This design comes from an exercise in tuning for small area, a short achievable clock period and few clock cycles per item on the open sky130 flow, not from production work.
In this exercise RTL edits were held to simulation tests only and were not proved equivalent to the original.
Power and IR drop assume default switching activity.

## flow/design.v (module list and top-level ports; edited modules follow where they fit)
// module fp_classify: 22 lines
// module fp_sig_tree_a: 934 lines
// module fp_sig_tree_b: 23 lines
// module fp_sig_lowc: 99 lines
// module fp_sig_add: 210 lines
// module fp_mult_unit: 120 lines
module fp_mult_unit
(
    input  logic                clk,
    input  logic                rst_n,
    input  logic                clk_en,
    input  logic                start,
    input  logic [FP_WIDTH-1:0] dataa,
    input  logic [FP_WIDTH-1:0] datab,
    output logic [FP_WIDTH-1:0] result,
    output logic                done,
    output logic                busy
);
  // ...
==> flow/flow/run.sh <==
#!/bin/bash
# Own layout flow: the standard flow, with three changes.
#  1. The ports are buffered with buf_1 (upsized by timing repair where needed) instead of the buffer buffer_ports
#     picks by default (the inputs fan out straight into the multiplier).
#  2. Between synthesis and floorplan, flow/fixinv.py re-polarises the full
#     adders of the standard synthesis (a full adder is self-dual) so that
#     fewer inverters sit between them; registers and logic function are
#     unchanged.
#  3. Timing repair aims at 5.5 ns of setup slack.
#  4. After synthesis, the slow low-power inverters and delay buffers are kept
#     out of the resizer's choices.
set -euo pipefail
cd "$(dirname "$0")/.."
export BUFFER_PORTS_ARGS="-buffer_cell sky130_fd_sc_hd__buf_1"
R=orfs/results/sky130hd/fp_mult_unit/base
bash standard.sh synth > synth.log 2>&1
cp $R/1_2_yosys.v 1_2_yosys.standard.v
python3 flow/fixinv.py 1_2_yosys.standard.v 1_2_yosys.fixinv.v > fixinv.log 2>&1
cp 1_2_yosys.fixinv.v $R/1_2_yosys.v
rm -f $R/1_synth.odb $R/1_synth.sdc
export SETUP_SLACK_MARGIN=5.5
export DONT_USE_CELLS="sky130_fd_sc_hd__clkinvlp_2 sky130_fd_sc_hd__clkinvlp_4 sky130_fd_sc_hd__clkdlybuf4s15_1 sky130_fd_sc_hd__clkdlybuf4s15_2 sky130_fd_sc_hd__clkdlybuf4s18_1 sky130_fd_sc_hd__clkdlybuf4s18_2 sky130_fd_sc_hd__clkdlybuf4s25_1 sky130_fd_sc_hd__clkdlybuf4s25_2 sky130_fd_sc_hd__clkdlybuf4s50_1 sky130_fd_sc_hd__clkdlybuf4s50_2"
bash standard.sh > layout.log 2>&1
==> flow/flow/fixinv.py <==
#!/usr/bin/env python3
"""Re-polarise full adders in a Yosys netlist to remove inverters between them.

A full adder is self-dual: FA(~a, ~b, ~c) = (~cout, ~sum). Flipping a full
adder therefore complements what its output nets carry and what its input pins
expect, without changing the function of the design. Every inverter is first
dissolved into its source signal; a local search then chooses the full adders
to flip so that the fewest signals need their complement, and one inverter is
rebuilt for each signal that still does.

usage: fixinv.py IN.v OUT.v
"""
import re
import sys
from collections import defaultdict

src = open(sys.argv[1]).read()
m = re.search(r'\n(\s*sky130_fd_sc_hd__\w+\s+\S+\s*\()', src)
head_end = m.start() + 1
end = src.rindex('endmodule')
head = src[:head_end]
body = src[head_end:end]

cell_re = re.compile(r'\s*(sky130_fd_sc_hd__\w+)\s+(\S+)\s*\((.*?)\);', re.S)
pin_re = re.compile(r'\.(\w+)\(([^()]*)\)')
cells = []
pos = 0
for mm in cell_re.finditer(body):
    assert body[pos:mm.start()].strip() == '', body[pos:mm.start()][:200]
    pos = mm.end()
    typ, name, conn = mm.groups()
    pins = [(p, n.strip()) for p, n in pin_re.findall(conn)]
    cells.append([typ, name, pins])
assert body[pos:].strip() == ''

OUTS = {'X', 'Y', 'SUM', 'COUT', 'Q', 'Q_N', 'HI', 'LO'}
INV = re.compile(r'sky130_fd_sc_hd__(clk)?inv_\d+$')
FA = re.compile(r'sky130_fd_sc_hd__fa_\d+$')

driver = {}
for i, (typ, name, pins) in enumerate(cells):
    for p, n in pins:
        if p in OUTS:
            driver[n] = (i, p)

# logical literal of each net: (root net, polarity); inverters collapse
lit_cache = {}


def lit(n):
    if n in lit_cache:
        return lit_cache[n]
    d = driver.get(n)
    if d is not None and INV.match(cells[d[0]][0]):
        a = dict(cells[d[0]][2])['A']
        r, p = lit(a)
        res = (r, p ^ 1)
    else:
        res = (n, 0)
    lit_cache[n] = res
    return res


outports = set()
for mm in re.finditer(r'^\s*output\s+(\[(\d+):(\d+)\]\s+)?(\w+);', head, re.M):
    if mm.group(1):
        hi, lo = int(mm.group(2)), int(mm.group(3))
        for b in range(min(hi, lo), max(hi, lo) + 1):
            outports.add(f'{mm.group(4)}[{b}]')
    else:
        outports.add(mm.group(4))

inv_cells = [i for i, c in enumerate(cells) if INV.match(c[0])]
fa_cells = [i for i, c in enumerate(cells) if FA.match(c[0])]
is_fa = set(fa_cells)

# loads: (cell index or None for a port, pin, root, polarity demanded)
loads = defaultdict(list)
for i, (typ, name, pins) in enumerate(cells):
    if INV.match(typ):
        continue
    for p, n in pins:
        if p in OUTS:
            continue
        r, pol = lit(n)
        loads[r].append((i, p, pol))
for n in outports:
    r, pol = lit(n)
    if (r, pol) != (n, 0):
        loads[r].append((None, n, pol))

flip = defaultdict(int)        # FA index -> 1 if flipped


def root_flip(r):
    d = driver.get(r)
    if d is not None and d[0] in is_fa:
        return flip[d[0]]
    return 0


def needs_inv(r):
    x = root_flip(r)
    for (ci, p, pol) in loads[r]:
        want = pol ^ (flip[ci] if ci in is_fa else 0)
        if want != x:
            return True
    return False


# signals touching each FA (its outputs and inputs' roots)
fa_sigs = {}
for i in fa_cells:
    s = set()
    for p, n in cells[i][2]:
        if p in OUTS:
            s.add(n)
        else:
            s.add(lit(n)[0])
    fa_sigs[i] = s


def cost(sigs):
    return sum(needs_inv(r) for r in sigs)


before = sum(needs_inv(r) for r in list(loads))
import random
random.seed(1)
cur = sum(needs_inv(r) for r in list(loads))
best = cur
best_flip = dict(flip)
T = 2.0
steps = 60000
rounds = steps
for k in range(steps):
    T = 2.0 * (1 - k / steps) + 0.01
    i = random.choice(fa_cells)
    sig = fa_sigs[i]
    c0 = cost(sig)
    flip[i] ^= 1
    c1 = cost(sig)
    d = c1 - c0
    if d <= 0 or random.random() < pow(2.718, -d / T):
        cur += d
        if cur < best:
            best = cur
            best_flip = dict(flip)
    else:
        flip[i] ^= 1
flip.clear()
flip.update(best_flip)
after = sum(needs_inv(r) for r in list(loads))
sys.stderr.write(f'fixinv: {len(inv_cells)} inverters, {len(fa_cells)} full adders; '
                 f'signals needing a complement {before} -> {after}; '
                 f'{sum(flip.values())} adders flipped in {rounds} rounds\n')

# rebuild: reuse the old inverter instance/net names where possible
inv_of = {}            # root -> (inst name, out net) of an existing inverter on it
for i in inv_cells:
    a = dict(cells[i][2])['A']
    y = dict(cells[i][2])['Y']
    r, pol = lit(y)
    if pol == 1 and r not in inv_of and lit(a) == (r, 0):
        inv_of[r] = (cells[i][1], y, cells[i][0])

new_cells = []
extra_wires = []
made = {}
cnt = [0]


def phys(r, want):
    """net carrying literal (r, want) after flipping"""
    if want == root_flip(r):
        return r
    if r not in made:
        if r in inv_of:
            name, y, typ = inv_of[r]
        else:
            cnt[0] += 1
            name, y, typ = f'fixinv_{cnt[0]}', f'fixinv_n{cnt[0]}', 'sky130_fd_sc_hd__inv_1'
            extra_wires.append(y)
        made[r] = (name, y, typ)
    return made[r][1]


port_assigns = []
for i, (typ, name, pins) in enumerate(cells):
    if INV.match(typ):
        continue
    f = flip[i] if i in is_fa else 0
    newpins = []
    for p, n in pins:
        if p in OUTS:
            newpins.append((p, n))
        else:
            r, pol = lit(n)
            newpins.append((p, phys(r, pol ^ f)))
    new_cells.append((typ, name, newpins))

# output ports that were driven through inverters
for n in sorted(outports):
    r, pol = lit(n)
    if (r, pol) == (n, 0):
        continue
    d = driver.get(n)
    # keep the port's own driver: an inverter (or buffer chain) from the root
    want = pol
    if want == root_flip(r):
        # port carries the root's value as-is: use a buffer to keep the port net
        new_cells.append(('sky130_fd_sc_hd__buf_1', f'fixinv_pb{len(new_cells)}', [('A', r), ('X', n)]))
    else:
        new_cells.append(('sky130_fd_sc_hd__inv_1', f'fixinv_pi{len(new_cells)}', [('A', r), ('Y', n)]))

for r, (name, y, typ) in made.items():
    new_cells.append((typ, name, [('A', r), ('Y', y)]))

# nets that no longer exist keep their declarations (harmless); add new ones
out = [head]
for w in extra_wires:
    out.append(f'  wire {w};\n')
def esc(n):
    return n + ' ' if n.startswith('\\') else n


for typ, name, pins in new_cells:
    out.append(f'  {typ} {esc(name)} (\n' + ',\n'.join(f'    .{p}({esc(n)})' for p, n in pins) + '\n  );\n')
out.append('endmodule\n')
open(sys.argv[2], 'w').write(''.join(out))
sys.stderr.write(f'fixinv: {len(made)} inverters rebuilt\n')
==> flow/standard.sh <==
#!/bin/bash
# synth_recipe.tcl (not shown) runs the flow's synth.tcl, then flattens the netlist and writes it again
# the make line also repeats each setting of config.mk as NAME=value (left out here)
make -C /OpenROAD-flow-scripts/flow DESIGN_CONFIG=/design/flow/config.mk WORK_HOME=/design/flow/orfs CLKGATE_MAP_FILE= SYNTH_SCRIPT=/design/flow/synth_recipe.tcl "${@:-finish}"
==> flow/config.mk <==
export PLATFORM = sky130hd
export DESIGN_NAME = fp_mult_unit
export DESIGN_NICKNAME = fp_mult_unit
export VERILOG_FILES = /design/flow/design.v
export SDC_FILE = /design/flow/constraint.sdc
export NUM_CORES = 4
export LEC_CHECK = 0
export ABC_AREA = 1
export CAP_MARGIN = 20
export CORE_MARGIN = 2
export CORE_UTILIZATION = 60
export CTS_BUF_LIST = sky130_fd_sc_hd__clkbuf_4 sky130_fd_sc_hd__clkbuf_8
export PLACE_DENSITY = 0.7
export SLEW_MARGIN = 20
==> flow/constraint.sdc <==
create_clock -name core_clock -period 12.0 [get_ports {clk}]
set_input_delay 2.4000 -clock core_clock [delete_from_list [all_inputs] [get_ports {clk}]]
set_output_delay 2.4000 -clock core_clock [all_outputs]
set_load 0.01 [all_outputs]
==> notes.md, run 1 <==
status timing/DRC/antenna clean; sequential share of power 12.1%; crit path to q_q[28]; Fin. Hold Viols 0; share of layout cells above drive strength 1 about a tenth; Clock Pin Slew Worst Setup and Hold Paths around 70 ps; Mean Syn Cell Area roughly 8.4 um2; M3 GR Usage between 10% and 20%; nets@finish 2580; number of CTS-inserted buffers 9; largest net degree at the start of global routing between 60 and 70; worst slack, placed around 3800 ps; most frequent cells in the layout 279 x xor2_1, 249 x o22ai_1, 248 x fa_1, 246 x inv_1, 234 x nand2_1; drt initial violations ~2100; Post-DP HPWL around 40 mm; DIE AREA ~31000 um2; Leak approximately 0.0086 uW; HP Class flip-flop to flip-flop; worst vdd ir roughly 0.21 mV; reg2reg path depth 1; Met3 Routed Length approximately 8.4 mm; dpl cell area roughly 18000 um2; vias in the first global route ~16000; busiest grt layer met1; P_comb ~4300 uW; invs w/o clock 289; placer congestion estimate between 0.9 and 1; sequence of cells on the critical path buf_1 -> clkinvlp_2 -> o22ai_1 -> xor2_1 -> fa_1 -> inv_1 -> fa_1 -> fa_1 -> fa_1 -> fa_1 -> fa_1
Testbench counts, summed over its fixed seeds: cycles 8,000, items 8,000.
==> module fp_sig_lowc, before the edit <==
module fp_sig_lowc
(
    input  logic [21:0] s,
    input  logic [21:0] c,
    output logic        g0,
    output logic        g1,
    output logic        p1,
    output logic        g2,
    output logic        p2
);
    wire lg0 = s[0] & c[0];
    wire lp0 = s[0] ^ c[0];
    wire lg1 = s[1] & c[1];
    wire lp1 = s[1] ^ c[1];
    wire lg2 = s[2] & c[2];
    wire lp2 = s[2] ^ c[2];
    wire lg3 = s[3] & c[3];
    wire lp3 = s[3] ^ c[3];
    wire lg4 = s[4] & c[4];
    wire lp4 = s[4] ^ c[4];
    wire lg5 = s[5] & c[5];
    wire lp5 = s[5] ^ c[5];
    wire lg6 = s[6] & c[6];
    wire lp6 = s[6] ^ c[6];
    wire lg7 = s[7] & c[7];
    wire lp7 = s[7] ^ c[7];
    wire lg8 = s[8] & c[8];
    wire lp8 = s[8] ^ c[8];
    wire lg9 = s[9] & c[9];
    wire lp9 = s[9] ^ c[9];
    wire lg10 = s[10] & c[10];
    wire lp10 = s[10] ^ c[10];
    wire lg11 = s[11] & c[11];
    wire lp11 = s[11] ^ c[11];
    wire lg12 = s[12] & c[12];
    wire lp12 = s[12] ^ c[12];
    wire lg13 = s[13] & c[13];
    wire lp13 = s[13] ^ c[13];
    wire lg14 = s[14] & c[14];
    wire lp14 = s[14] ^ c[14];
    wire lg15 = s[15] & c[15];
    wire lp15 = s[15] ^ c[15];
    wire lg16 = s[16] & c[16];
    wire lp16 = s[16] ^ c[16];
    wire lg17 = s[17] & c[17];
    wire lp17 = s[17] ^ c[17];
    wire lg18 = s[18] & c[18];
    wire lp18 = s[18] ^ c[18];
    wire lg19 = s[19] & c[19];
    wire lp19 = s[19] ^ c[19];
    wire lg20 = s[20] & c[20];
    wire lp20 = s[20] ^ c[20];
    wire lg21 = s[21] & c[21];
    wire lp21 = s[21] ^ c[21];
    wire bg14_15 = lg15 | (lp15 & lg14);
    wire bp14_15 = lp15 & lp14;
    wire bg12_13 = lg13 | (lp13 & lg12);
    wire bp12_13 = lp13 & lp12;
    wire bg12_15 = bg14_15 | (bp14_15 & bg12_13);
    wire bp12_15 = bp14_15 & bp12_13;
    wire bg10_11 = lg11 | (lp11 & lg10);
    wire bp10_11 = lp11 & lp10;
    wire bg8_9 = lg9 | (lp9 & lg8);
    wire bp8_9 = lp9 & lp8;
    wire bg8_11 = bg10_11 | (bp10_11 & bg8_9);
    wire bp8_11 = bp10_11 & bp8_9;
    wire bg8_15 = bg12_15 | (bp12_15 & bg8_11);
    wire bp8_15 = bp12_15 & bp8_11;
    wire bg6_7 = lg7 | (lp7 & lg6);
    wire bp6_7 = lp7 & lp6;
    wire bg4_5 = lg5 | (lp5 & lg4);
    wire bp4_5 = lp5 & lp4;
    wire bg4_7 = bg6_7 | (bp6_7 & bg4_5);
    wire bp4_7 = bp6_7 & bp4_5;
    wire bg2_3 = lg3 | (lp3 & lg2);
    wire bp2_3 = lp3 & lp2;
    wire bg0_1 = lg1 | (lp1 & lg0);
    wire bp0_1 = lp1 & lp0;
    wire bg0_3 = bg2_3 | (bp2_3 & bg0_1);
    wire bp0_3 = bp2_3 & bp0_1;
    wire bg0_7 = bg4_7 | (bp4_7 & bg0_3);
    wire bp0_7 = bp4_7 & bp0_3;
    wire bg0_15 = bg8_15 | (bp8_15 & bg0_7);
    wire bp0_15 = bp8_15 & bp0_7;
    wire bg18_19 = lg19 | (lp19 & lg18);
    wire bp18_19 = lp19 & lp18;
    wire bg16_17 = lg17 | (lp17 & lg16);
    wire bp16_17 = lp17 & lp16;
    wire bg16_19 = bg18_19 | (bp18_19 & bg16_17);
    wire bp16_19 = bp18_19 & bp16_17;
    wire bg20_21 = lg21 | (lp21 & lg20);
    wire bp20_21 = lp21 & lp20;
    wire c22 = lg0;
    assign g0 = bg0_15;
    assign g1 = bg16_19;
    assign p1 = bp16_19;
    assign g2 = bg20_21;
    assign p2 = bp20_21;
endmodule
==> module fp_mult_unit, before the edit <==
module fp_mult_unit
(
    input  logic                clk,
    input  logic                rst_n,
    input  logic                clk_en,
    input  logic                start,
    input  logic [FP_WIDTH-1:0] dataa,
    input  logic [FP_WIDTH-1:0] datab,
    output logic [FP_WIDTH-1:0] result,
    output logic                done,
    output logic                busy
);
    function automatic [4:0] tz24(input [22:0] f);
        integer i;
        begin
            tz24 = 5'd23;
            for (i = 22; i >= 0; i = i - 1)
                if (f[i]) tz24 = i[4:0];
        end
    endfunction
    fp_pkg::fp_unpacked_t   ua_c, ub_c;
    logic [44:0]      q_c;             
    logic [21:0]            slo_c, clo_c;    
    logic                   g0_c, g1_c, p1_c, g2_c, p2_c;
    logic [5:0]             tz_c;
    logic                   nan_c, inf_c, zero_c;
    logic [44:0]      q_q;             
    logic                   g0_q, g1_q, p1_q, g2_q, p2_q;    
    logic                   sign_q;          
    logic                   nan_q, inf_q, zero_q;    
    logic signed [9:0]      e0_q;            
    logic                   tie0_q, tie1_q;  
    logic                   done_q;
    logic [47:22]           s_q, c_q;        
    logic                   c22_c;           
    logic                   cin0_c, cin1_c, q0_23_c, n_c;
    logic [23:0]            u0_c, u1_c;      
    logic [23:0]            q0u_c, q1u_c;    
    logic signed [9:0]      e1_c;
    logic                   ovf0_c, unf0_c, ovf1_c, unf1_c;
    logic [FP_WIDTH-1:0]    r0_c, r1_c;
    fp_classify u_cls_a (.op(dataa), .unp(ua_c));
    fp_classify u_cls_b (.op(datab), .unp(ub_c));
    fp_sig_tree_a u_tree_a (.fa(dataa[22:0]), .fb(datab[22:0]), .q(q_c), .s(slo_c), .c(clo_c));
    fp_sig_lowc   u_lowc   (.s(slo_c), .c(clo_c), .g0(g0_c), .g1(g1_c), .p1(p1_c), .g2(g2_c), .p2(p2_c));
    always_comb begin
        nan_c  = ua_c.cls == FP_NAN || ub_c.cls == FP_NAN ||
                 (ua_c.cls == FP_INF  && ub_c.cls == FP_ZERO) ||
                 (ua_c.cls == FP_ZERO && ub_c.cls == FP_INF);
        inf_c  = ua_c.cls == FP_INF || ub_c.cls == FP_INF;
        zero_c = ua_c.cls == FP_ZERO || ub_c.cls == FP_ZERO;
        tz_c   = 6'(tz24(dataa[22:0])) + 6'(tz24(datab[22:0]));
    end
    always_ff @(posedge clk) begin
        if (clk_en) begin
            q_q    <= q_c;
            g0_q   <= g0_c;
            g1_q   <= g1_c;
            p1_q   <= p1_c;
            g2_q   <= g2_c;
            p2_q   <= p2_c;
            sign_q <= ua_c.sign ^ ub_c.sign;
            nan_q  <= nan_c;
            inf_q  <= inf_c;
            zero_q <= zero_c;
            e0_q   <= $signed(10'(ua_c.exp)) + $signed(10'(ub_c.exp)) - 10'sd127;
            tie0_q <= (tz_c == 6'd22);
            tie1_q <= (tz_c == 6'd23);
        end
    end
    always_ff @(posedge clk or negedge rst_n) begin
        if (!rst_n)
            done_q <= 1'b0;
        else if (clk_en)
            done_q <= start;
    end
    fp_sig_tree_b u_tree_b (.q(q_q), .s(s_q), .c(c_q));
    fp_sig_add    u_add    (.s({s_q, 22'd0}), .c({c_q, 22'd0}), .u0(u0_c), .u1(u1_c));
    assign c22_c = g2_q | (p2_q & (g1_q | (p1_q & g0_q)));
    always_comb begin
        cin0_c  = c22_c ? (s_q[23] | (s_q[22] & c_q[22])) : (s_q[23] & (s_q[22] | c_q[22]));
        cin1_c  = c22_c ? (s_q[23] | s_q[22] | c_q[22])   : (s_q[23] | (s_q[22] & c_q[22]));
        q0_23_c = c22_c ? ~(s_q[23] ^ (s_q[22] & c_q[22])) : (s_q[23] ^ (s_q[22] | c_q[22]));
        e1_c    = e0_q + 10'sd1;
        ovf0_c  = (e0_q >= 10'sd255);
        unf0_c  = (e0_q <= 10'sd0);
        ovf1_c  = (e1_c >= 10'sd255);
        unf1_c  = (e1_c <= 10'sd0);
        q0u_c   = cin0_c ? u1_c : u0_c;
        q1u_c   = cin1_c ? u1_c : u0_c;
        n_c     = q0u_c[23];
        if (nan_q)
            r0_c = QNAN;
        else if (inf_q)
            r0_c = {sign_q, {EXP_WIDTH{1'b1}}, {MAN_WIDTH{1'b0}}};
        else if (zero_q)
            r0_c = {sign_q, {(FP_WIDTH-1){1'b0}}};
        else if (ovf0_c)
            r0_c = {sign_q, {EXP_WIDTH{1'b1}}, {MAN_WIDTH{1'b0}}};
        else if (unf0_c)
            r0_c = {sign_q, {(FP_WIDTH-1){1'b0}}};
        else
            r0_c = {sign_q, e0_q[EXP_WIDTH-1:0], q0u_c[21:0], q0_23_c & ~tie0_q};
        if (nan_q)
            r1_c = QNAN;
        else if (inf_q)
            r1_c = {sign_q, {EXP_WIDTH{1'b1}}, {MAN_WIDTH{1'b0}}};
        else if (zero_q)
            r1_c = {sign_q, {(FP_WIDTH-1){1'b0}}};
        else if (ovf1_c)
            r1_c = {sign_q, {EXP_WIDTH{1'b1}}, {MAN_WIDTH{1'b0}}};
        else if (unf1_c)
            r1_c = {sign_q, {(FP_WIDTH-1){1'b0}}};
        else
            r1_c = {sign_q, e1_c[EXP_WIDTH-1:0], q1u_c[22:1], q1u_c[0] & ~tie1_q};
    end
    assign result = n_c ? r1_c : r0_c;
    assign done   = done_q;
    assign busy   = done_q;
endmodule
==> run 2: changes to the inputs <==
--- a/flow/design.v
+++ b/flow/design.v
@@ -1012,11 +1012,8 @@
 module fp_sig_lowc
 (
-    input  logic [21:0] s,
-    input  logic [21:0] c,
-    output logic        g0,
-    output logic        g1,
-    output logic        p1,
-    output logic        g2,
-    output logic        p2
+    input  logic [21:0]     s,
+    input  logic [21:0]     c,
+    output logic [3:0] g,
+    output logic [3:0] p
 );
     wire lg0 = s[0] & c[0];
@@ -1100,12 +1097,6 @@
     wire bg16_19 = bg18_19 | (bp18_19 & bg16_17);
     wire bp16_19 = bp18_19 & bp16_17;
-    wire bg20_21 = lg21 | (lp21 & lg20);
-    wire bp20_21 = lp21 & lp20;
-    wire c22 = lg0;
-    assign g0 = bg0_15;
-    assign g1 = bg16_19;
-    assign p1 = bp16_19;
-    assign g2 = bg20_21;
-    assign p2 = bp20_21;
+    assign g = {lg21, lg20, bg16_19, bg0_15};
+    assign p = {lp21, lp20, bp16_19, bp0_15};
 endmodule
 module fp_sig_add
@@ -1342,9 +1333,9 @@
     logic [44:0]      q_c;             
     logic [21:0]            slo_c, clo_c;    
-    logic                   g0_c, g1_c, p1_c, g2_c, p2_c;
+    logic [3:0]        g_c, p_c;        
     logic [5:0]             tz_c;
     logic                   nan_c, inf_c, zero_c;
     logic [44:0]      q_q;             
-    logic                   g0_q, g1_q, p1_q, g2_q, p2_q;    
+    logic [3:0]        g_q, p_q;        
     logic                   sign_q;          
     logic                   nan_q, inf_q, zero_q;    
@@ -1363,5 +1354,5 @@
     fp_classify u_cls_b (.op(datab), .unp(ub_c));
     fp_sig_tree_a u_tree_a (.fa(dataa[22:0]), .fb(datab[22:0]), .q(q_c), .s(slo_c), .c(clo_c));
-    fp_sig_lowc   u_lowc   (.s(slo_c), .c(clo_c), .g0(g0_c), .g1(g1_c), .p1(p1_c), .g2(g2_c), .p2(p2_c));
+    fp_sig_lowc   u_lowc   (.s(slo_c), .c(clo_c), .g(g_c), .p(p_c));
     always_comb begin
         nan_c  = ua_c.cls == FP_NAN || ub_c.cls == FP_NAN ||
@@ -1375,9 +1366,6 @@
         if (clk_en) begin
             q_q    <= q_c;
-            g0_q   <= g0_c;
-            g1_q   <= g1_c;
-            p1_q   <= p1_c;
-            g2_q   <= g2_c;
-            p2_q   <= p2_c;
+            g_q    <= g_c;
+            p_q    <= p_c;
             sign_q <= ua_c.sign ^ ub_c.sign;
             nan_q  <= nan_c;
@@ -1397,5 +1385,5 @@
     fp_sig_tree_b u_tree_b (.q(q_q), .s(s_q), .c(c_q));
     fp_sig_add    u_add    (.s({s_q, 22'd0}), .c({c_q, 22'd0}), .u0(u0_c), .u1(u1_c));
-    assign c22_c = g2_q | (p2_q & (g1_q | (p1_q & g0_q)));
+    assign c22_c = ((g_q[3] | (p_q[3] & g_q[2])) | ((p_q[3] & p_q[2]) & (g_q[1] | (p_q[1] & g_q[0]))));
     always_comb begin
         cin0_c  = c22_c ? (s_q[23] | (s_q[22] & c_q[22])) : (s_q[23] & (s_q[22] | c_q[22]));
--- a/flow/flow/run.sh
+++ b/flow/flow/run.sh
@@ -1,5 +1,5 @@
 #!/bin/bash
 # Own layout flow: the standard flow, with three changes.
-#  1. The ports are buffered with buf_1 (upsized by timing repair where needed) instead of the buffer buffer_ports
+#  1. The ports are buffered with buf_4 instead of the buffer buffer_ports
 #     picks by default (the inputs fan out straight into the multiplier).
 #  2. Between synthesis and floorplan, flow/fixinv.py re-polarises the full
@@ -12,5 +12,5 @@
 set -euo pipefail
 cd "$(dirname "$0")/.."
-export BUFFER_PORTS_ARGS="-buffer_cell sky130_fd_sc_hd__buf_1"
+export BUFFER_PORTS_ARGS="-buffer_cell sky130_fd_sc_hd__buf_4"
 R=orfs/results/sky130hd/fp_mult_unit/base
 bash standard.sh synth > synth.log 2>&1
--- a/flow/config.mk
+++ b/flow/config.mk
@@ -10,5 +10,4 @@
 export CORE_MARGIN = 2
 export CORE_UTILIZATION = 60
-export CTS_BUF_LIST = sky130_fd_sc_hd__clkbuf_4 sky130_fd_sc_hd__clkbuf_8
 export PLACE_DENSITY = 0.7
 export SLEW_MARGIN = 20
==> run 2 against run 1 <==
Net effect:
- still clean
- routed wire length is 1.1% lower
- register-to-register slack hardly changed
- sequential cell count is 2 higher
- synthesized cell count is 0.96% higher
- setup slack worse by 130 ps
- synthesized area is 0.95% higher
- fmax is 2.0% lower
- worst hold slack worse by 7.2 ps
- critical path type unchanged
==> notes.md, run 2 <==
clock latency on the worst-skew pair 350 ps (was 390 ps); Max-Cap Viols 0 (unchanged); via count 16200 (about the same); Max clock buf depth 2 (unchanged); crit-path max FO 23 (was 12); Rel. slew slack 28.3% (was 39.3%); min Tclk post-route 6570 ps (was 6440 ps); vias per inst 6.42 (was 6.41); worst vdd ir 0.212 mV (was 0.215 mV); crit path kind primary input to flip-flop (unchanged); Fin. Hold Viols 0 (unchanged); most frequent cells in the layout 280 x xor2_1, 259 x fa_1, 252 x nand2_1, 249 x o22ai_1, 246 x inv_1 (was 279 x xor2_1, 249 x o22ai_1, 248 x fa_1, 246 x inv_1, 234 x nand2_1); CP max stage delay 820 ps (was 690 ps); initial core utilization 61.4% (was 61.0%); vias in the first global route 15900 (was 15600); share of layout cells above drive strength 1 12.4% (was 10.4%); drt pass-1 iters 10 (was 8); Largest register FFs 45 (unchanged); CP top delay family simple AND/OR/NAND/NOR gates (was adder cells); clk_skew 0 ps (unchanged); placer congestion estimate 0.965 (was 0.971); Worst Setup Start Kind primary input (unchanged); Final Setup Violations 0 (unchanged); Largest Register q_q (unchanged); DIE AREA 30900 um2 (was 30600 um2); Antenna Nets Post-Route 0 (unchanged); WP data arrival 6580 ps (was 6570 ps); n_diodes 0 (unchanged); RSZ-0062 raised after global routing yes (unchanged); TNS Setup 0 ps (unchanged); nets@finish 2563 (was 2580); Inst Count DP 2474 (was 2465); pwr dens 254 nW/um2 (was 260 nW/um2); Final period util 54.8% (was 53.7%); Leak 0.00886 uW (was 0.00860 uW); total number of yosys warnings 2 (unchanged); WL/cell 22.7 um (was 22.9 um); P&R area growth vs syn 11.3% (was 11.0%); Crit path buffers/inverters 3 (unchanged); Clock Pin Slew Worst Setup and Hold Paths 60 ps (was 70 ps); Clock Sinks 69 (was 67); Worst setup EP type flip-flop (unchanged); H-tree depth 3 (unchanged); non-filler cells in the finished layout 2516 (was 2533); Largest regs q_q (45), e0_q (10), g_q (4) (was q_q (45), e0_q (10)); Die Ht 176 um (was 175 um); commonest non-fill, non-tap cell in the layout xor2_1 (unchanged); Mean Syn Cell Area 8.43 um2 (about the same); I/O pin cnt 102 (unchanged); Post-DP HPWL 40.5 mm (was 39.6 mm); Placeable Area 28900 um2 (was 28800 um2); drt initial violations 1952 (was 2079); first-pass GRT wire length 87.5 mm (was 87.6 mm); chip width 176 um (was 175 um); initial antenna violation count 0 (unchanged); final core occ 68.3% (was 67.7%); dpl cell area 18600 um2 (was 18200 um2); CP required 12000 ps (was 12130 ps); max-slew violations 0 (unchanged); Placement Rows 62 (unchanged); CTS tree yes (unchanged); # port buffers 101 (unchanged); DRC 0 (unchanged); Post-Syn Nets 2538 (was 2518); Cell Area, Synth 17700 um2 (was 17500 um2); Max Freq 0.152 GHz (was 0.155 GHz); largest net degree at the start of global routing 70 (was 68); Worst path slowest cell nor3_1 (was clkinvlp_2); root buffer cell clkbuf_16 (was clkbuf_8); drt total wl 57.2 mm (was 57.9 mm); GRT Total Usage 36.9% (was 37.2%); most frequent CP cell nand2_1 (was fa_1); status timing/DRC/antenna clean (unchanged); Mapped Cells 2102 (was 2082); final instance area 19700 um2 (was 19500 um2); GRT overflow 0 (unchanged); number of CTS-inserted buffers 9 (unchanged); HP Class flip-flop to flip-flop (unchanged); slew of the pin with the lowest slew margin 1070 ps (was 911 ps)
[run 2: metal layers]
layer	routed length [um]	track usage, %	vias up	part of all wire, %
met5	0	0	-	0
met4	2630	15.3	0	4.6
met3	8310	11.1	239	15
met2	24200	54.3	1176	42
met1	22100	50.9	7691	39
li1	-	-	7046	-
[run 2: timing repair]
| action | in CTS | in global routing |
|---|---|---|
| setup buffers | 6 | 10 |
| cloned | 2 | 8 |
| hold buffers | 0 | 0 |
| pin swaps | 2 | 4 |
| setup endpoints to repair | 61 | 44 |
| gates resized for setup | 41 | 91 |
[run 2: power by group]
part / internal, uW / switching, uW / total, uW
registers: 583 / 53.6 / 637
clock network: 201 / 104 / 305
logic: 1660 / 2420 / 4070
total: 2440 / 2580 / 5020
[run 2: path summary, 6_finish.rpt]
check                                from     end  slack [ps]  depth (start not counted)
min in group asynchronous           rst_n  done_q        1810                          1
worst min-delay path               done_q  done_q         540                          1
max in group asynchronous           rst_n  done_q       10110                          1
worst max-delay path            dataa[20]  tie0_q        5430                         31
worst min register to register     done_q  done_q         540                          1
worst max register to register     done_q  done_q       11240                          1
[run 2: final cells by class]
class | count | area, um2
clock buffers | 10 | 229
clock inverters | 6 | 101
fillers | 2387 | 9140
inverters | 285 | 1180
multi-input cells | 1605 | 14300
flip-flops and latches | 69 | 2070
well taps | 384 | 480
repair buffers | 152 | 1360
repair inverters | 5 | 31.3
[run 2: stage by stage]
| stage | hold WS [ps] | setup slack (ps) | power, uW |
|---|---|---|---|
| floorplan | 573 | 5500 | 3550 |
| global placement | 516 | 4440 | 4440 |
| detailed placement | 529 | 4430 | 4580 |
| CTS | 545 | 5470 | 4950 |
| global route | 570 | 5350 | 5640 |
| finish | 536 | 5430 | 5020 |
Testbench counts of run 2, summed over its fixed seeds: cycles 8,000, items 8,000.
==> module fp_sig_add, before the edit <==
module fp_sig_add
(
    input  logic [47:0] s,
    input  logic [47:0] c,
    output logic [23:0] u0,
    output logic [23:0] u1
);
    wire ug0 = s[24] & c[24];
    wire up0 = s[24] ^ c[24];
    wire ug1 = s[25] & c[25];
    wire up1 = s[25] ^ c[25];
    wire ug2 = s[26] & c[26];
    wire up2 = s[26] ^ c[26];
    wire ug3 = s[27] & c[27];
    wire up3 = s[27] ^ c[27];
    wire ug4 = s[28] & c[28];
    wire up4 = s[28] ^ c[28];
    wire ug5 = s[29] & c[29];
    wire up5 = s[29] ^ c[29];
    wire ug6 = s[30] & c[30];
    wire up6 = s[30] ^ c[30];
    wire ug7 = s[31] & c[31];
    wire up7 = s[31] ^ c[31];
    wire ug8 = s[32] & c[32];
    wire up8 = s[32] ^ c[32];
    wire ug9 = s[33] & c[33];
    wire up9 = s[33] ^ c[33];
    wire ug10 = s[34] & c[34];
    wire up10 = s[34] ^ c[34];
    wire ug11 = s[35] & c[35];
    wire up11 = s[35] ^ c[35];
    wire ug12 = s[36] & c[36];
    wire up12 = s[36] ^ c[36];
    wire ug13 = s[37] & c[37];
    wire up13 = s[37] ^ c[37];
    wire ug14 = s[38] & c[38];
    wire up14 = s[38] ^ c[38];
    wire ug15 = s[39] & c[39];
    wire up15 = s[39] ^ c[39];
    wire ug16 = s[40] & c[40];
    wire up16 = s[40] ^ c[40];
    wire ug17 = s[41] & c[41];
    wire up17 = s[41] ^ c[41];
    wire ug18 = s[42] & c[42];
    wire up18 = s[42] ^ c[42];
    wire ug19 = s[43] & c[43];
    wire up19 = s[43] ^ c[43];
    wire ug20 = s[44] & c[44];
    wire up20 = s[44] ^ c[44];
    wire ug21 = s[45] & c[45];
    wire up21 = s[45] ^ c[45];
    wire ug22 = s[46] & c[46];
    wire up22 = s[46] ^ c[46];
    wire ug23 = s[47] & c[47];
    wire up23 = s[47] ^ c[47];
    wire uG0_1 = ug1 | (up1 & ug0);
    wire uP0_1 = up1 & up0;
    wire uG0_3 = ug3 | (up3 & ug2);
    wire uP0_3 = up3 & up2;
    wire uG0_5 = ug5 | (up5 & ug4);
    wire uP0_5 = up5 & up4;
    wire uG0_7 = ug7 | (up7 & ug6);
    wire uP0_7 = up7 & up6;
    wire uG0_9 = ug9 | (up9 & ug8);
    wire uP0_9 = up9 & up8;
    wire uG0_11 = ug11 | (up11 & ug10);
    wire uP0_11 = up11 & up10;
    wire uG0_13 = ug13 | (up13 & ug12);
    wire uP0_13 = up13 & up12;
    wire uG0_15 = ug15 | (up15 & ug14);
    wire uP0_15 = up15 & up14;
    wire uG0_17 = ug17 | (up17 & ug16);
    wire uP0_17 = up17 & up16;
    wire uG0_19 = ug19 | (up19 & ug18);
    wire uP0_19 = up19 & up18;
    wire uG0_21 = ug21 | (up21 & ug20);
    wire uP0_21 = up21 & up20;
    wire uG0_23 = ug23 | (up23 & ug22);
    wire uP0_23 = up23 & up22;
    wire uG1_2 = ug2 | (up2 & uG0_1);
    wire uP1_2 = up2 & uP0_1;
    wire uG1_3 = uG0_3 | (uP0_3 & uG0_1);
    wire uP1_3 = uP0_3 & uP0_1;
    wire uG1_6 = ug6 | (up6 & uG0_5);
    wire uP1_6 = up6 & uP0_5;
    wire uG1_7 = uG0_7 | (uP0_7 & uG0_5);
    wire uP1_7 = uP0_7 & uP0_5;
    wire uG1_10 = ug10 | (up10 & uG0_9);
    wire uP1_10 = up10 & uP0_9;
    wire uG1_11 = uG0_11 | (uP0_11 & uG0_9);
    wire uP1_11 = uP0_11 & uP0_9;
    wire uG1_14 = ug14 | (up14 & uG0_13);
    wire uP1_14 = up14 & uP0_13;
    wire uG1_15 = uG0_15 | (uP0_15 & uG0_13);
    wire uP1_15 = uP0_15 & uP0_13;
    wire uG1_18 = ug18 | (up18 & uG0_17);
    wire uP1_18 = up18 & uP0_17;
    wire uG1_19 = uG0_19 | (uP0_19 & uG0_17);
    wire uP1_19 = uP0_19 & uP0_17;
    wire uG1_22 = ug22 | (up22 & uG0_21);
    wire uP1_22 = up22 & uP0_21;
    wire uG1_23 = uG0_23 | (uP0_23 & uG0_21);
    wire uP1_23 = uP0_23 & uP0_21;
    wire uG2_4 = ug4 | (up4 & uG1_3);
    wire uP2_4 = up4 & uP1_3;
    wire uG2_5 = uG0_5 | (uP0_5 & uG1_3);
    wire uP2_5 = uP0_5 & uP1_3;
    wire uG2_6 = uG1_6 | (uP1_6 & uG1_3);
    wire uP2_6 = uP1_6 & uP1_3;
    wire uG2_7 = uG1_7 | (uP1_7 & uG1_3);
    wire uP2_7 = uP1_7 & uP1_3;
    wire uG2_12 = ug12 | (up12 & uG1_11);
    wire uP2_12 = up12 & uP1_11;
    wire uG2_13 = uG0_13 | (uP0_13 & uG1_11);
    wire uP2_13 = uP0_13 & uP1_11;
    wire uG2_14 = uG1_14 | (uP1_14 & uG1_11);
    wire uP2_14 = uP1_14 & uP1_11;
    wire uG2_15 = uG1_15 | (uP1_15 & uG1_11);
    wire uP2_15 = uP1_15 & uP1_11;
    wire uG2_20 = ug20 | (up20 & uG1_19);
    wire uP2_20 = up20 & uP1_19;
    wire uG2_21 = uG0_21 | (uP0_21 & uG1_19);
    wire uP2_21 = uP0_21 & uP1_19;
    wire uG2_22 = uG1_22 | (uP1_22 & uG1_19);
    wire uP2_22 = uP1_22 & uP1_19;
    wire uG2_23 = uG1_23 | (uP1_23 & uG1_19);
    wire uP2_23 = uP1_23 & uP1_19;
    wire uG3_8 = ug8 | (up8 & uG2_7);
    wire uP3_8 = up8 & uP2_7;
    wire uG3_9 = uG0_9 | (uP0_9 & uG2_7);
    wire uP3_9 = uP0_9 & uP2_7;
    wire uG3_10 = uG1_10 | (uP1_10 & uG2_7);
    wire uP3_10 = uP1_10 & uP2_7;
    wire uG3_11 = uG1_11 | (uP1_11 & uG2_7);
    wire uP3_11 = uP1_11 & uP2_7;
    wire uG3_12 = uG2_12 | (uP2_12 & uG2_7);
    wire uP3_12 = uP2_12 & uP2_7;
    wire uG3_13 = uG2_13 | (uP2_13 & uG2_7);
    wire uP3_13 = uP2_13 & uP2_7;
    wire uG3_14 = uG2_14 | (uP2_14 & uG2_7);
    wire uP3_14 = uP2_14 & uP2_7;
    wire uG3_15 = uG2_15 | (uP2_15 & uG2_7);
    wire uP3_15 = uP2_15 & uP2_7;
    wire uG4_16 = ug16 | (up16 & uG3_15);
    wire uP4_16 = up16 & uP3_15;
    wire uG4_17 = uG0_17 | (uP0_17 & uG3_15);
    wire uP4_17 = uP0_17 & uP3_15;
    wire uG4_18 = uG1_18 | (uP1_18 & uG3_15);
    wire uP4_18 = uP1_18 & uP3_15;
    wire uG4_19 = uG1_19 | (uP1_19 & uG3_15);
    wire uP4_19 = uP1_19 & uP3_15;
    wire uG4_20 = uG2_20 | (uP2_20 & uG3_15);
    wire uP4_20 = uP2_20 & uP3_15;
    wire uG4_21 = uG2_21 | (uP2_21 & uG3_15);
    wire uP4_21 = uP2_21 & uP3_15;
    wire uG4_22 = uG2_22 | (uP2_22 & uG3_15);
    wire uP4_22 = uP2_22 & uP3_15;
    wire uG4_23 = uG2_23 | (uP2_23 & uG3_15);
    wire uP4_23 = uP2_23 & uP3_15;
    wire u0_0 = up0;
    wire u1_0 = ~up0;
    wire u0_1 = up1 ^ ug0;
    wire u1_1 = up1 ^ (ug0 | up0);
    wire u0_2 = up2 ^ uG0_1;
    wire u1_2 = up2 ^ (uG0_1 | uP0_1);
    wire u0_3 = up3 ^ uG1_2;
    wire u1_3 = up3 ^ (uG1_2 | uP1_2);
    wire u0_4 = up4 ^ uG1_3;
    wire u1_4 = up4 ^ (uG1_3 | uP1_3);
    wire u0_5 = up5 ^ uG2_4;
    wire u1_5 = up5 ^ (uG2_4 | uP2_4);
    wire u0_6 = up6 ^ uG2_5;
    wire u1_6 = up6 ^ (uG2_5 | uP2_5);
    wire u0_7 = up7 ^ uG2_6;
    wire u1_7 = up7 ^ (uG2_6 | uP2_6);
    wire u0_8 = up8 ^ uG2_7;
    wire u1_8 = up8 ^ (uG2_7 | uP2_7);
    wire u0_9 = up9 ^ uG3_8;
    wire u1_9 = up9 ^ (uG3_8 | uP3_8);
    wire u0_10 = up10 ^ uG3_9;
    wire u1_10 = up10 ^ (uG3_9 | uP3_9);
    wire u0_11 = up11 ^ uG3_10;
    wire u1_11 = up11 ^ (uG3_10 | uP3_10);
    wire u0_12 = up12 ^ uG3_11;
    wire u1_12 = up12 ^ (uG3_11 | uP3_11);
    wire u0_13 = up13 ^ uG3_12;
    wire u1_13 = up13 ^ (uG3_12 | uP3_12);
    wire u0_14 = up14 ^ uG3_13;
    wire u1_14 = up14 ^ (uG3_13 | uP3_13);
    wire u0_15 = up15 ^ uG3_14;
    wire u1_15 = up15 ^ (uG3_14 | uP3_14);
    wire u0_16 = up16 ^ uG3_15;
    wire u1_16 = up16 ^ (uG3_15 | uP3_15);
    wire u0_17 = up17 ^ uG4_16;
    wire u1_17 = up17 ^ (uG4_16 | uP4_16);
    wire u0_18 = up18 ^ uG4_17;
    wire u1_18 = up18 ^ (uG4_17 | uP4_17);
    wire u0_19 = up19 ^ uG4_18;
    wire u1_19 = up19 ^ (uG4_18 | uP4_18);
    wire u0_20 = up20 ^ uG4_19;
    wire u1_20 = up20 ^ (uG4_19 | uP4_19);
    wire u0_21 = up21 ^ uG4_20;
    wire u1_21 = up21 ^ (uG4_20 | uP4_20);
    wire u0_22 = up22 ^ uG4_21;
    wire u1_22 = up22 ^ (uG4_21 | uP4_21);
    wire u0_23 = up23 ^ uG4_22;
    wire u1_23 = up23 ^ (uG4_22 | uP4_22);
    assign u0 = {u0_23, u0_22, u0_21, u0_20, u0_19, u0_18, u0_17, u0_16, u0_15, u0_14, u0_13, u0_12, u0_11, u0_10, u0_9, u0_8, u0_7, u0_6, u0_5, u0_4, u0_3, u0_2, u0_1, u0_0};
    assign u1 = {u1_23, u1_22, u1_21, u1_20, u1_19, u1_18, u1_17, u1_16, u1_15, u1_14, u1_13, u1_12, u1_11, u1_10, u1_9, u1_8, u1_7, u1_6, u1_5, u1_4, u1_3, u1_2, u1_1, u1_0};
endmodule
==> run 3: changes to the inputs <==
--- a/flow/design.v
+++ b/flow/design.v
@@ -1157,106 +1157,180 @@
     wire uG0_1 = ug1 | (up1 & ug0);
     wire uP0_1 = up1 & up0;
+    wire uG0_2 = ug2 | (up2 & ug1);
+    wire uP0_2 = up2 & up1;
     wire uG0_3 = ug3 | (up3 & ug2);
     wire uP0_3 = up3 & up2;
+    wire uG0_4 = ug4 | (up4 & ug3);
+    wire uP0_4 = up4 & up3;
     wire uG0_5 = ug5 | (up5 & ug4);
     wire uP0_5 = up5 & up4;
+    wire uG0_6 = ug6 | (up6 & ug5);
+    wire uP0_6 = up6 & up5;
     wire uG0_7 = ug7 | (up7 & ug6);
     wire uP0_7 = up7 & up6;
+    wire uG0_8 = ug8 | (up8 & ug7);
+    wire uP0_8 = up8 & up7;
     wire uG0_9 = ug9 | (up9 & ug8);
     wire uP0_9 = up9 & up8;
+    wire uG0_10 = ug10 | (up10 & ug9);
+    wire uP0_10 = up10 & up9;
     wire uG0_11 = ug11 | (up11 & ug10);
     wire uP0_11 = up11 & up10;
+    wire uG0_12 = ug12 | (up12 & ug11);
+    wire uP0_12 = up12 & up11;
     wire uG0_13 = ug13 | (up13 & ug12);
     wire uP0_13 = up13 & up12;
+    wire uG0_14 = ug14 | (up14 & ug13);
+    wire uP0_14 = up14 & up13;
     wire uG0_15 = ug15 | (up15 & ug14);
     wire uP0_15 = up15 & up14;
+    wire uG0_16 = ug16 | (up16 & ug15);
+    wire uP0_16 = up16 & up15;
     wire uG0_17 = ug17 | (up17 & ug16);
     wire uP0_17 = up17 & up16;
+    wire uG0_18 = ug18 | (up18 & ug17);
+    wire uP0_18 = up18 & up17;
     wire uG0_19 = ug19 | (up19 & ug18);
     wire uP0_19 = up19 & up18;
+    wire uG0_20 = ug20 | (up20 & ug19);
+    wire uP0_20 = up20 & up19;
     wire uG0_21 = ug21 | (up21 & ug20);
     wire uP0_21 = up21 & up20;
+    wire uG0_22 = ug22 | (up22 & ug21);
+    wire uP0_22 = up22 & up21;
     wire uG0_23 = ug23 | (up23 & ug22);
     wire uP0_23 = up23 & up22;
-    wire uG1_2 = ug2 | (up2 & uG0_1);
-    wire uP1_2 = up2 & uP0_1;
+    wire uG1_2 = uG0_2 | (uP0_2 & ug0);
+    wire uP1_2 = uP0_2 & up0;
     wire uG1_3 = uG0_3 | (uP0_3 & uG0_1);
     wire uP1_3 = uP0_3 & uP0_1;
-    wire uG1_6 = ug6 | (up6 & uG0_5);
-    wire uP1_6 = up6 & uP0_5;
+    wire uG1_4 = uG0_4 | (uP0_4 & uG0_2);
+    wire uP1_4 = uP0_4 & uP0_2;
+    wire uG1_5 = uG0_5 | (uP0_5 & uG0_3);
+    wire uP1_5 = uP0_5 & uP0_3;
+    wire uG1_6 = uG0_6 | (uP0_6 & uG0_4);
+    wire uP1_6 = uP0_6 & uP0_4;
     wire uG1_7 = uG0_7 | (uP0_7 & uG0_5);
     wire uP1_7 = uP0_7 & uP0_5;
-    wire uG1_10 = ug10 | (up10 & uG0_9);
-    wire uP1_10 = up10 & uP0_9;
+    wire uG1_8 = uG0_8 | (uP0_8 & uG0_6);
+    wire uP1_8 = uP0_8 & uP0_6;
+    wire uG1_9 = uG0_9 | (uP0_9 & uG0_7);
+    wire uP1_9 = uP0_9 & uP0_7;
+    wire uG1_10 = uG0_10 | (uP0_10 & uG0_8);
+    wire uP1_10 = uP0_10 & uP0_8;
     wire uG1_11 = uG0_11 | (uP0_11 & uG0_9);
     wire uP1_11 = uP0_11 & uP0_9;
-    wire uG1_14 = ug14 | (up14 & uG0_13);
-    wire uP1_14 = up14 & uP0_13;
+    wire uG1_12 = uG0_12 | (uP0_12 & uG0_10);
+    wire uP1_12 = uP0_12 & uP0_10;
+    wire uG1_13 = uG0_13 | (uP0_13 & uG0_11);
+    wire uP1_13 = uP0_13 & uP0_11;
+    wire uG1_14 = uG0_14 | (uP0_14 & uG0_12);
+    wire uP1_14 = uP0_14 & uP0_12;
     wire uG1_15 = uG0_15 | (uP0_15 & uG0_13);
     wire uP1_15 = uP0_15 & uP0_13;
-    wire uG1_18 = ug18 | (up18 & uG0_17);
-    wire uP1_18 = up18 & uP0_17;
+    wire uG1_16 = uG0_16 | (uP0_16 & uG0_14);
+    wire uP1_16 = uP0_16 & uP0_14;
+    wire uG1_17 = uG0_17 | (uP0_17 & uG0_15);
+    wire uP1_17 = uP0_17 & uP0_15;
+    wire uG1_18 = uG0_18 | (uP0_18 & uG0_16);
+    wire uP1_18 = uP0_18 & uP0_16;
     wire uG1_19 = uG0_19 | (uP0_19 & uG0_17);
     wire uP1_19 = uP0_19 & uP0_17;
-    wire uG1_22 = ug22 | (up22 & uG0_21);
-    wire uP1_22 = up22 & uP0_21;
+    wire uG1_20 = uG0_20 | (uP0_20 & uG0_18);
+    wire uP1_20 = uP0_20 & uP0_18;
+    wire uG1_21 = uG0_21 | (uP0_21 & uG0_19);
+    wire uP1_21 = uP0_21 & uP0_19;
+    wire uG1_22 = uG0_22 | (uP0_22 & uG0_20);
+    wire uP1_22 = uP0_22 & uP0_20;
     wire uG1_23 = uG0_23 | (uP0_23 & uG0_21);
     wire uP1_23 = uP0_23 & uP0_21;
-    wire uG2_4 = ug4 | (up4 & uG1_3);
-    wire uP2_4 = up4 & uP1_3;
-    wire uG2_5 = uG0_5 | (uP0_5 & uG1_3);
-    wire uP2_5 = uP0_5 & uP1_3;
-    wire uG2_6 = uG1_6 | (uP1_6 & uG1_3);
-    wire uP2_6 = uP1_6 & uP1_3;
+    wire uG2_4 = uG1_4 | (uP1_4 & ug0);
+    wire uP2_4 = uP1_4 & up0;
+    wire uG2_5 = uG1_5 | (uP1_5 & uG0_1);
+    wire uP2_5 = uP1_5 & uP0_1;
+    wire uG2_6 = uG1_6 | (uP1_6 & uG1_2);
+    wire uP2_6 = uP1_6 & uP1_2;
     wire uG2_7 = uG1_7 | (uP1_7 & uG1_3);
     wire uP2_7 = uP1_7 & uP1_3;
-    wire uG2_12 = ug12 | (up12 & uG1_11);
-    wire uP2_12 = up12 & uP1_11;
-    wire uG2_13 = uG0_13 | (uP0_13 & uG1_11);
-    wire uP2_13 = uP0_13 & uP1_11;
-    wire uG2_14 = uG1_14 | (uP1_14 & uG1_11);
-    wire uP2_14 = uP1_14 & uP1_11;
+    wire uG2_8 = uG1_8 | (uP1_8 & uG1_4);
+    wire uP2_8 = uP1_8 & uP1_4;
+    wire uG2_9 = uG1_9 | (uP1_9 & uG1_5);
+    wire uP2_9 = uP1_9 & uP1_5;
+    wire uG2_10 = uG1_10 | (uP1_10 & uG1_6);
+    wire uP2_10 = uP1_10 & uP1_6;
+    wire uG2_11 = uG1_11 | (uP1_11 & uG1_7);
+    wire uP2_11 = uP1_11 & uP1_7;
+    wire uG2_12 = uG1_12 | (uP1_12 & uG1_8);
+    wire uP2_12 = uP1_12 & uP1_8;
+    wire uG2_13 = uG1_13 | (uP1_13 & uG1_9);
+    wire uP2_13 = uP1_13 & uP1_9;
+    wire uG2_14 = uG1_14 | (uP1_14 & uG1_10);
+    wire uP2_14 = uP1_14 & uP1_10;
     wire uG2_15 = uG1_15 | (uP1_15 & uG1_11);
     wire uP2_15 = uP1_15 & uP1_11;
-    wire uG2_20 = ug20 | (up20 & uG1_19);
-    wire uP2_20 = up20 & uP1_19;
-    wire uG2_21 = uG0_21 | (uP0_21 & uG1_19);
-    wire uP2_21 = uP0_21 & uP1_19;
-    wire uG2_22 = uG1_22 | (uP1_22 & uG1_19);
-    wire uP2_22 = uP1_22 & uP1_19;
+    wire uG2_16 = uG1_16 | (uP1_16 & uG1_12);
+    wire uP2_16 = uP1_16 & uP1_12;
+    wire uG2_17 = uG1_17 | (uP1_17 & uG1_13);
+    wire uP2_17 = uP1_17 & uP1_13;
+    wire uG2_18 = uG1_18 | (uP1_18 & uG1_14);
+    wire uP2_18 = uP1_18 & uP1_14;
+    wire uG2_19 = uG1_19 | (uP1_19 & uG1_15);
+    wire uP2_19 = uP1_19 & uP1_15;
+    wire uG2_20 = uG1_20 | (uP1_20 & uG1_16);
+    wire uP2_20 = uP1_20 & uP1_16;
+    wire uG2_21 = uG1_21 | (uP1_21 & uG1_17);
+    wire uP2_21 = uP1_21 & uP1_17;
+    wire uG2_22 = uG1_22 | (uP1_22 & uG1_18);
+    wire uP2_22 = uP1_22 & uP1_18;
     wire uG2_23 = uG1_23 | (uP1_23 & uG1_19);
     wire uP2_23 = uP1_23 & uP1_19;
-    wire uG3_8 = ug8 | (up8 & uG2_7);
-    wire uP3_8 = up8 & uP2_7;
-    wire uG3_9 = uG0_9 | (uP0_9 & uG2_7);
-    wire uP3_9 = uP0_9 & uP2_7;
-    wire uG3_10 = uG1_10 | (uP1_10 & uG2_7);
-    wire uP3_10 = uP1_10 & uP2_7;
-    wire uG3_11 = uG1_11 | (uP1_11 & uG2_7);
-    wire uP3_11 = uP1_11 & uP2_7;
-    wire uG3_12 = uG2_12 | (uP2_12 & uG2_7);
-    wire uP3_12 = uP2_12 & uP2_7;
-    wire uG3_13 = uG2_13 | (uP2_13 & uG2_7);
-    wire uP3_13 = uP2_13 & uP2_7;
-    wire uG3_14 = uG2_14 | (uP2_14 & uG2_7);
-    wire uP3_14 = uP2_14 & uP2_7;
+    wire uG3_8 = uG2_8 | (uP2_8 & ug0);
+    wire uP3_8 = uP2_8 & up0;
+    wire uG3_9 = uG2_9 | (uP2_9 & uG0_1);
+    wire uP3_9 = uP2_9 & uP0_1;
+    wire uG3_10 = uG2_10 | (uP2_10 & uG1_2);
+    wire uP3_10 = uP2_10 & uP1_2;
+    wire uG3_11 = uG2_11 | (uP2_11 & uG1_3);
+    wire uP3_11 = uP2_11 & uP1_3;
+    wire uG3_12 = uG2_12 | (uP2_12 & uG2_4);
+    wire uP3_12 = uP2_12 & uP2_4;
+    wire uG3_13 = uG2_13 | (uP2_13 & uG2_5);
+    wire uP3_13 = uP2_13 & uP2_5;
+    wire uG3_14 = uG2_14 | (uP2_14 & uG2_6);
+    wire uP3_14 = uP2_14 & uP2_6;
     wire uG3_15 = uG2_15 | (uP2_15 & uG2_7);
     wire uP3_15 = uP2_15 & uP2_7;
-    wire uG4_16 = ug16 | (up16 & uG3_15);
-    wire uP4_16 = up16 & uP3_15;
-    wire uG4_17 = uG0_17 | (uP0_17 & uG3_15);
-    wire uP4_17 = uP0_17 & uP3_15;
-    wire uG4_18 = uG1_18 | (uP1_18 & uG3_15);
-    wire uP4_18 = uP1_18 & uP3_15;
-    wire uG4_19 = uG1_19 | (uP1_19 & uG3_15);
-    wire uP4_19 = uP1_19 & uP3_15;
-    wire uG4_20 = uG2_20 | (uP2_20 & uG3_15);
-    wire uP4_20 = uP2_20 & uP3_15;
-    wire uG4_21 = uG2_21 | (uP2_21 & uG3_15);
-    wire uP4_21 = uP2_21 & uP3_15;
-    wire uG4_22 = uG2_22 | (uP2_22 & uG3_15);
-    wire uP4_22 = uP2_22 & uP3_15;
-    wire uG4_23 = uG2_23 | (uP2_23 & uG3_15);
-    wire uP4_23 = uP2_23 & uP3_15;
+    wire uG3_16 = uG2_16 | (uP2_16 & uG2_8);
+    wire uP3_16 = uP2_16 & uP2_8;
+    wire uG3_17 = uG2_17 | (uP2_17 & uG2_9);
+    wire uP3_17 = uP2_17 & uP2_9;
+    wire uG3_18 = uG2_18 | (uP2_18 & uG2_10);
+    wire uP3_18 = uP2_18 & uP2_10;
+    wire uG3_19 = uG2_19 | (uP2_19 & uG2_11);
+    wire uP3_19 = uP2_19 & uP2_11;
+    wire uG3_20 = uG2_20 | (uP2_20 & uG2_12);
+    wire uP3_20 = uP2_20 & uP2_12;
+    wire uG3_21 = uG2_21 | (uP2_21 & uG2_13);
+    wire uP3_21 = uP2_21 & uP2_13;
+    wire uG3_22 = uG2_22 | (uP2_22 & uG2_14);
+    wire uP3_22 = uP2_22 & uP2_14;
+    wire uG3_23 = uG2_23 | (uP2_23 & uG2_15);
+    wire uP3_23 = uP2_23 & uP2_15;
+    wire uG4_16 = uG3_16 | (uP3_16 & ug0);
+    wire uP4_16 = uP3_16 & up0;
+    wire uG4_17 = uG3_17 | (uP3_17 & uG0_1);
+    wire uP4_17 = uP3_17 & uP0_1;
+    wire uG4_18 = uG3_18 | (uP3_18 & uG1_2);
+    wire uP4_18 = uP3_18 & uP1_2;
+    wire uG4_19 = uG3_19 | (uP3_19 & uG1_3);
+    wire uP4_19 = uP3_19 & uP1_3;
+    wire uG4_20 = uG3_20 | (uP3_20 & uG2_4);
+    wire uP4_20 = uP3_20 & uP2_4;
+    wire uG4_21 = uG3_21 | (uP3_21 & uG2_5);
+    wire uP4_21 = uP3_21 & uP2_5;
+    wire uG4_22 = uG3_22 | (uP3_22 & uG2_6);
+    wire uP4_22 = uP3_22 & uP2_6;
+    wire uG4_23 = uG3_23 | (uP3_23 & uG2_7);
+    wire uP4_23 = uP3_23 & uP2_7;
     wire u0_0 = up0;
     wire u1_0 = ~up0;
==> run 3 against run 2 <==
Net effect:
- sequential share of layout area rose by 0.091 points
- synthesized area increased by 0.41%
- register-to-register slack is essentially flat
- non-clock buffer count grew 7
- critical endpoint is now g_q[1]
==> notes.md, run 3 <==
status timing/DRC/antenna clean (unchanged); Antenna Nets Post-Route 0 (unchanged); crit path to g_q[1] (was tie0_q); total number of yosys warnings 2 (unchanged); P&R area growth vs syn 9.91% (was 11.3%); crit-path max FO 12 (was 23); hold_ws 538 ps (was 536 ps); Final period util 54.2% (was 54.8%); clock latency on the worst-skew pair 340 ps (was 350 ps); Worst Setup Start Kind primary input (unchanged); Met3 Routed Length 7.96 mm (was 8.31 mm); RSZ-0062 raised after global routing yes (unchanged); crit path kind primary input to flip-flop (unchanged); largest net degree at the start of global routing 70 (unchanged); via count 16400 (was 16200); vias in the first global route 16100 (was 15900); initial core utilization 60.5% (was 61.4%); Largest regs q_q (45), e0_q (10), g_q (4) (unchanged); Largest Register q_q (unchanged); reg2reg path depth 1 (unchanged); vias per inst 6.46 (was 6.42); fill count 2476 (was 2387); register area 2070 um2 (unchanged); pwr dens 262 nW/um2 (was 254 nW/um2); Post-Route M1 WL 22.3 mm (was 22.1 mm); placer congestion estimate 0.978 (was 0.965); switching share of power 52.1% (was 51.3%); chip width 176 um (about the same); GRT overflow 0 (unchanged); share of layout cells above drive strength 1 11.8% (was 12.4%); most frequent cells in the layout 290 x xor2_1, 256 x fa_1, 253 x o22ai_1, 248 x inv_1, 231 x nand2_1 (was 280 x xor2_1, 259 x fa_1, 252 x nand2_1, 249 x o22ai_1, 246 x inv_1); met2 wire len 23.6 mm (was 24.2 mm); highest metal used met4 (unchanged); Max-Cap Viols 0 (unchanged); WP data arrival 6600 ps (was 6580 ps); worst vdd ir 0.245 mV (was 0.212 mV); GRT Total Usage 36.6% (was 36.9%); Rel. slew slack 28.7% (was 28.3%); I/O pin cnt 102 (unchanged); initial antenna violation count 0 (unchanged); nets@finish 2577 (was 2563); Clock Sinks 69 (unchanged); Clock Power Share 5.1% (was 6.1%); Fin. Hold Viols 0 (unchanged); Placement Rows 63 (was 62); final worst setup slack 5500 ps (was 5430 ps); Leak 0.00869 uW (was 0.00886 uW); min Tclk post-route 6500 ps (was 6570 ps); CTS tree yes (unchanged); drt initial violations 2273 (was 1952); commonest non-fill, non-tap cell in the layout xor2_1 (unchanged); Max clock buf depth 2 (unchanged); first-pass GRT wire length 88.1 mm (was 87.5 mm); number of CTS-inserted buffers 9 (unchanged); Post-DP HPWL 40.1 mm (was 40.5 mm); Die Ht 176 um (about the same); Cell Area, Synth 17800 um2 (was 17700 um2); clk_skew 0 ps (unchanged); sequence of cells on the critical path buf_4 -> inv_1 -> o21bai_4 -> o22ai_1 -> xor2_1 -> fa_1 -> inv_1 -> fa_1 -> fa_1 -> fa_1 -> inv_1 -> ha_1 -> ha_1 -> ha_1 -> a21oi_1 -> o21ai_0; Mean Syn Cell Area 8.41 um2 (was 8.43 um2); CP required 12100 ps (was 12000 ps); CP startpoint datab[5] (was dataa[20]); Worst path slowest cell fa_1 (was nor3_1); Worst setup EP type flip-flop (unchanged); reg2reg setup slack 11240 ps (about the same); multi-input logic area 14200 um2 (was 14300 um2); max-slew violations 0 (unchanged); sequential share of power 12.4% (was 12.7%); HP Class flip-flop to flip-flop (unchanged); TNS Setup 0 ps (unchanged); Reg-to-Reg Start done_q (unchanged); non-filler cells in the finished layout 2540 (was 2516); root buffer cell clkbuf_16 (unchanged); # port buffers 101 (unchanged); Mapped Cells 2114 (was 2102); CP max stage delay 510 ps (was 820 ps); Inst Count DP 2495 (was 2474); Max Freq 0.154 GHz (was 0.152 GHz); Placeable Area 29400 um2 (was 28900 um2); n_diodes 0 (unchanged); Critical R2R Capture done_q (unchanged); WL/cell 22.2 um (was 22.7 um); Largest register FFs 45 (unchanged); DIE AREA 31000 um2 (was 30900 um2); final core occ 66.5% (was 68.3%); Clock Pin Slew Worst Setup and Hold Paths 70 ps (was 60 ps); drt pass-1 iters 8 (was 10); most frequent CP cell fa_1 (was nand2_1); worst slack, placed 4520 ps (was 4430 ps); sw power 2670 uW (was 2580 uW); DRC 0 (unchanged); Final Setup Violations 0 (unchanged); hold buffers post-CTS 0 (unchanged); slew of the pin with the lowest slew margin 1060 ps (was 1070 ps); Pint 2450 uW (was 2440 uW); logic gate share of total power 82.5% (was 81.2%); drt total wl 56.4 mm (was 57.2 mm); H-tree depth 3 (unchanged); Post-Syn Nets 2546 (was 2538)
## run 3: changes by cell type in the layout (fill, tap and decap cells not counted), sizes merged, moves of 5 or more
cell    change
nand3       -8
xor2        +8
buf         +8
o21ai      +29
nand2      -30
clkinv      +5
nor3        -5
nor4        +6
xnor2       +5
nand4      +12
## run 3: worst min-delay path by stage
stage / startpoint / end / slack [ps] / cells after the start
floorplan: done_q / done_q / 570 / 1
global placement: done_q / done_q / 510 / 1
global route: done_q / done_q / 570 / 1
finish: done_q / done_q / 540 / 1
CTS: done_q / done_q / 540 / 1
detailed placement: done_q / done_q / 530 / 1
## run 3: final cells by class
type	instances	area share [%]
multi-input cells	1615	72.8
flip-flops and latches	69	10.6
repair buffers	159	6.70
inverters	284	5.79
well taps	390	2.50
clock buffers	12	1.21
clock inverters	4	0.250
repair inverters	7	0.224
## run 3: repair_timing
| action | CTS | global route |
|---|---|---|
| pin swaps | 4 | 11 |
| gates cloned | 6 | 5 |
| gates resized for setup | 41 | 34 |
| buffers inserted | 8 | 10 |
| endpoints found under the setup margin | 28 | 17 |
## run 3: power groups by stage
stage          clock, uW  sequential, uW  combinational, uW
6_report             261             637               4220
5_1_grt              278             649               4830
4_1_cts              266             637               4190
3_5_place_dp           0             642               4160
3_3_place_gp           0             637               4000
2_1_floorplan          0             620               3100
## run 3: worst max-delay path, delay by kind of cell
family                     cells  cell delay [ps]
AOI/OAI and AO/OA              4              800
xor gates and xnor gates       1              190
adders and majority gates      7             2670
buffers and inverters          4              530
## run 3: through the flow
stage	instance area, um2	power (uW)
after floorplan	17900	3720
after global placement	18700	4640
after detailed placement	18700	4800
after CTS	19300	5100
after global routing	19500	5760
final	19500	5120
## run 3: layer usage
layer | global-route usage [%] | up-vias
met5 | 0 | -
met4 | 13.9 | 0
met3 | 9.13 | 232
met2 | 53.1 | 1223
met1 | 53.0 | 7806
li1 | - | 7147
Testbench counts of run 3, summed over its fixed seeds: cycles 8,000, items 8,000.

## afterwards: timing with drivers on the ports
In the flow no input, the clock included, has a driving cell. The finished layouts below were timed again as built, in two steps.
Step 1 (the two cells are an assumption about what drives the block):
set clk [get_ports {clk}]
set_driving_cell -lib_cell sky130_fd_sc_hd__clkbuf_16 $clk
set_driving_cell -lib_cell sky130_fd_sc_hd__buf_2 [delete_from_list [all_inputs] $clk]
Step 2 times the ports against the registers' clock, not the clock port: input delays grow and output delays shrink by t, the midpoint of the rising clock arrivals with the driver on.
Slacks: ideal / step 1 / step 2; pairs: ideal / step 1.
run	shift t [ns]	setup slack, ns	worst data-port slew with drivers (ns)
run 1	0.442	5.556 / 5.556 / 5.114	0.04
run 2	0.404	5.427 / 5.450 / 5.045	0.08
run 3	0.392	5.500 / 5.518 / 5.126	0.06
After both steps setup and hold are still met in every run listed. For run 1, which loses most, drivers alone change the setup slack by 0.000 ns; drivers and shift together by -0.442 ns.
